What follows belongs to an exercise in optimizing a design on an open flow for small area; a production flow would make more cautious choices. The RTL was checked by simulation tests, not by an equivalence proof against the original design. Power and IR drop assume default switching activity.

==> juniper: inputs <==
==> flow/design.v (excerpt) <==
module systolic_array_4x4
(
    input  logic       clk,
    input  logic       rst,
    input  logic       start_signal,
    input  logic       wen,
    input  logic [7:0] inp_north0,
    input  logic [7:0] inp_north1,
    input  logic [7:0] inp_north2,
    input  logic [7:0] inp_north3,
    input  logic [7:0] inp_west0,
    input  logic [7:0] inp_west1,
    input  logic [7:0] inp_west2,
    input  logic [7:0] inp_west3,
    output logic [4:0] count,
    output logic [7:0] activation_result12,
    output logic [7:0] activation_result13,
    output logic [7:0] activation_result14,
    output logic [7:0] activation_result15
);
==> flow/config.mk <==
export PLATFORM = sky130hd
export DESIGN_NAME = systolic_array_4x4
export DESIGN_NICKNAME = systolic_array_4x4
export VERILOG_FILES = /design/flow/design.v
export SDC_FILE = /design/flow/constraint.sdc
export NUM_CORES = 4
export LEC_CHECK = 0
export CAP_MARGIN = 20
export CORE_MARGIN = 2
export CORE_UTILIZATION = 40
export CTS_BUF_LIST = sky130_fd_sc_hd__clkbuf_16
export CTS_CLUSTER_DIAMETER = 100
export CTS_CLUSTER_SIZE = 30
export GPL_TIMING_DRIVEN = 0
export SLEW_MARGIN = 20
export SYNTH_HIERARCHICAL = 1
export SYNTH_MINIMUM_KEEP_SIZE = 0
==> flow/constraint.sdc <==
create_clock -name core_clock -period 7.0 [get_ports {clk}]
set_input_delay 1.4000 -clock core_clock [delete_from_list [all_inputs] [get_ports {clk}]]
set_output_delay 1.4000 -clock core_clock [all_outputs]
set_load 0.01 [all_outputs]
standard.sh (not shown) runs the stock make flow with config.mk's settings and CLKGATE_MAP_FILE= SYNTH_SCRIPT=/design/flow/synth_recipe.tcl, a recipe that flattens the netlist after the stock synthesis.
==> flow/flow/run.sh <==
#!/bin/bash
set -euo pipefail
bash standard.sh \
  'BUFFER_PORTS_ARGS=-buffer_cell sky130_fd_sc_hd__buf_1' \
  'CTS_ARGS=-sink_clustering_enable -repair_clock_nets -buf_list sky130_fd_sc_hd__clkbuf_8 -sink_clustering_size 22 -sink_clustering_max_diameter 70 -dont_use_dummy_load' \
  finish > standard.log 2>&1
==> onyx (differences from juniper) <==
==> flow/flow/run.sh (replaced) <==
#!/bin/bash
set -euo pipefail
bash standard.sh \
  'BUFFER_PORTS_ARGS=-buffer_cell sky130_fd_sc_hd__buf_1' \
  'CTS_ARGS=-sink_clustering_enable -repair_clock_nets -buf_list sky130_fd_sc_hd__clkbuf_8 -sink_clustering_size 18 -sink_clustering_max_diameter 60 -dont_use_dummy_load' \
  finish > standard.log 2>&1
==> notes.md <==
Of onyx and juniper, juniper has the higher non-clock buffer count (gap 1).
In juniper the clock-buffer cell count is lower than in onyx, by 8.
Of juniper and onyx, onyx has the higher final area (gap 0.28%, measured against onyx).
In routed wire length, juniper and onyx hardly differ.

========
==> inputs of run a <==
Starting RTL as in the previous note.
==> flow/config.mk <==
export PLATFORM = sky130hd
export DESIGN_NAME = systolic_array_4x4
export DESIGN_NICKNAME = systolic_array_4x4
export VERILOG_FILES = /design/flow/design.v
export SDC_FILE = /design/flow/constraint.sdc
export NUM_CORES = 4
export LEC_CHECK = 0
export CAP_MARGIN = 20
export CORE_MARGIN = 2
export CORE_UTILIZATION = 40
export CTS_BUF_LIST = sky130_fd_sc_hd__clkbuf_16
export CTS_CLUSTER_DIAMETER = 100
export CTS_CLUSTER_SIZE = 30
export GPL_TIMING_DRIVEN = 0
export SLEW_MARGIN = 20
export SYNTH_HIERARCHICAL = 1
export SYNTH_MINIMUM_KEEP_SIZE = 0
==> flow/constraint.sdc <==
create_clock -name core_clock -period 7.0 [get_ports {clk}]
set_input_delay 1.4000 -clock core_clock [delete_from_list [all_inputs] [get_ports {clk}]]
set_output_delay 1.4000 -clock core_clock [all_outputs]
set_load 0.01 [all_outputs]
==> flow/flow/run.sh <==
#!/bin/bash
set -euo pipefail
bash standard.sh \
  'BUFFER_PORTS_ARGS=-buffer_cell sky130_fd_sc_hd__buf_1' \
  'CTS_ARGS=-sink_clustering_enable -repair_clock_nets -buf_list {sky130_fd_sc_hd__clkbuf_8 sky130_fd_sc_hd__clkbuf_16} -sink_clustering_size 30 -sink_clustering_max_diameter 100 -dont_use_dummy_load' \
  finish > standard.log 2>&1
==> inputs of run b, as changes to run a <==
==> flow/flow/run.sh (replaced) <==
#!/bin/bash
set -euo pipefail
bash standard.sh \
  'BUFFER_PORTS_ARGS=-buffer_cell sky130_fd_sc_hd__buf_1' \
  'CTS_ARGS=-sink_clustering_enable -repair_clock_nets -buf_list sky130_fd_sc_hd__clkbuf_16 -sink_clustering_size 30 -sink_clustering_max_diameter 100 -dont_use_dummy_load' \
  finish > standard.log 2>&1
CORE_UTILIZATION = 35   (was 40)
==> inputs of run c, as changes to run a <==
==> flow/flow/run.sh (replaced) <==
#!/bin/bash
set -euo pipefail
bash standard.sh \
  'BUFFER_PORTS_ARGS=-buffer_cell sky130_fd_sc_hd__buf_1' \
  'CTS_ARGS=-sink_clustering_enable -repair_clock_nets -buf_list sky130_fd_sc_hd__clkbuf_16 -sink_clustering_size 30 -sink_clustering_max_diameter 100 -dont_use_dummy_load' \
  finish > standard.log 2>&1
CORE_UTILIZATION = 50   (was 40)
==> comparison <==
Core utilization, lowest first: run b, run a, run c.
Critical path depth: run c is lower than run a (1).
Non-clock buffer count: run b > run c > run a.
Of run c and run a, run c has the higher first-iteration DRC count (gap 8.5%, measured against run a).
In sequential cell count, run b and run a do not differ.
In synthesized cell count, run a and run c do not differ.
Global-route usage, highest first: run c, run a, run b.
Clock-buffer cell count, highest first: run b, run a, run c.
==> figures <==
Headroom to the max-slew limit: run b 23.56%; run a 30.29%; run c 36.61%
Clkbuf count: run b 30; run a 26; run c 25
Std-Cell Core Area: run b 103200 um2; run a 90010 um2; run c 71730 um2
Wire length of the first global-routing pass: run b 151800 um; run a 149100 um; run c 154100 um
Detailed Routing Iterations Pass 1: run b 5; run a 5; run c 7
Final critical path time including I/O delays and setup: run b 6.859 ns; run a 6.746 ns; run c 6.822 ns
Fin crit share: run b 97.98%; run a 96.38%; run c 97.45%
Status: run b finished clean; run a finished clean; run c finished clean
Combinational logic power: run b 13000 uW; run a 12800 uW; run c 13000 uW
Latest clock arrival within the worst-skew pair: run b 0.68 ns; run a 0.63 ns; run c 0.60 ns
Worst EP required: run b 7.50 ns; run a 7.44 ns; run c 7.41 ns
Start of the worst register-to-register path: run b wl20[3]$_DFFE_PP_; run a wl00[3]$_DFFE_PP_; run c ac2_2[4]$_DFF_P_
Met3 wire length: run b 7023 um; run a 6481 um; run c 8621 um
Clock network area share: run b 1.894%; run a 1.664%; run c 1.607%
Number of global-route vias before repair: run b 24920; run a 24400; run c 25600
Routed metal-1 wire length: run b 38800 um; run a 39530 um; run c 39740 um
FILL cells: run b 9859; run a 8320; run c 6086
Worst Setup EP: run b res0[4]$_SDFF_PP0_; run a res0[3]$_SDFF_PP0_; run c res0[2]$_SDFF_PP0_

[re-timing with driven ports]
The results above use ideal ports. As a check the final layouts listed here were re-extracted and re-timed, cells and wires unchanged. Step 1 sets driving cells, clkbuf_16 on the clock port and buf_2 on the other inputs (assumed; they add their load-dependent delay and slew). Step 2 adds t to the input delays and takes it off the output delays; t is the mean of the earliest and latest rising clock arrival at the registers after step 1. Input paths then give back, and output paths get back, about the clock's delay inside the block. Slacks: ideal ports / drivers / drivers and shift; pairs: ideal ports / drivers.
| run | shift t [ns] | slack for setup (ns) | worst setup path at the end | clock arrival spread, ns | worst register clock-pin slew, ns |
|---|---|---|---|---|---|
| juniper | 0.704 | 0.257 / 0.257 / 0.257 | register to register | 0.081 / 0.081 | 0.12 / 0.12 |
| onyx | 0.734 | 0.259 / 0.259 / 0.259 | register to register | 0.099 / 0.099 | 0.11 / 0.11 |
| run a | 0.668 | 0.254 / 0.254 / 0.254 | register to register | 0.071 / 0.071 | 0.12 / 0.12 |
| run b | 0.696 | 0.141 / 0.141 / 0.141 | register to register | 0.096 / 0.095 | 0.11 / 0.11 |
| run c | 0.629 | 0.178 / 0.178 / 0.178 | register to register | 0.077 / 0.076 | 0.11 / 0.11 |
After both steps every run listed still meets setup and hold.
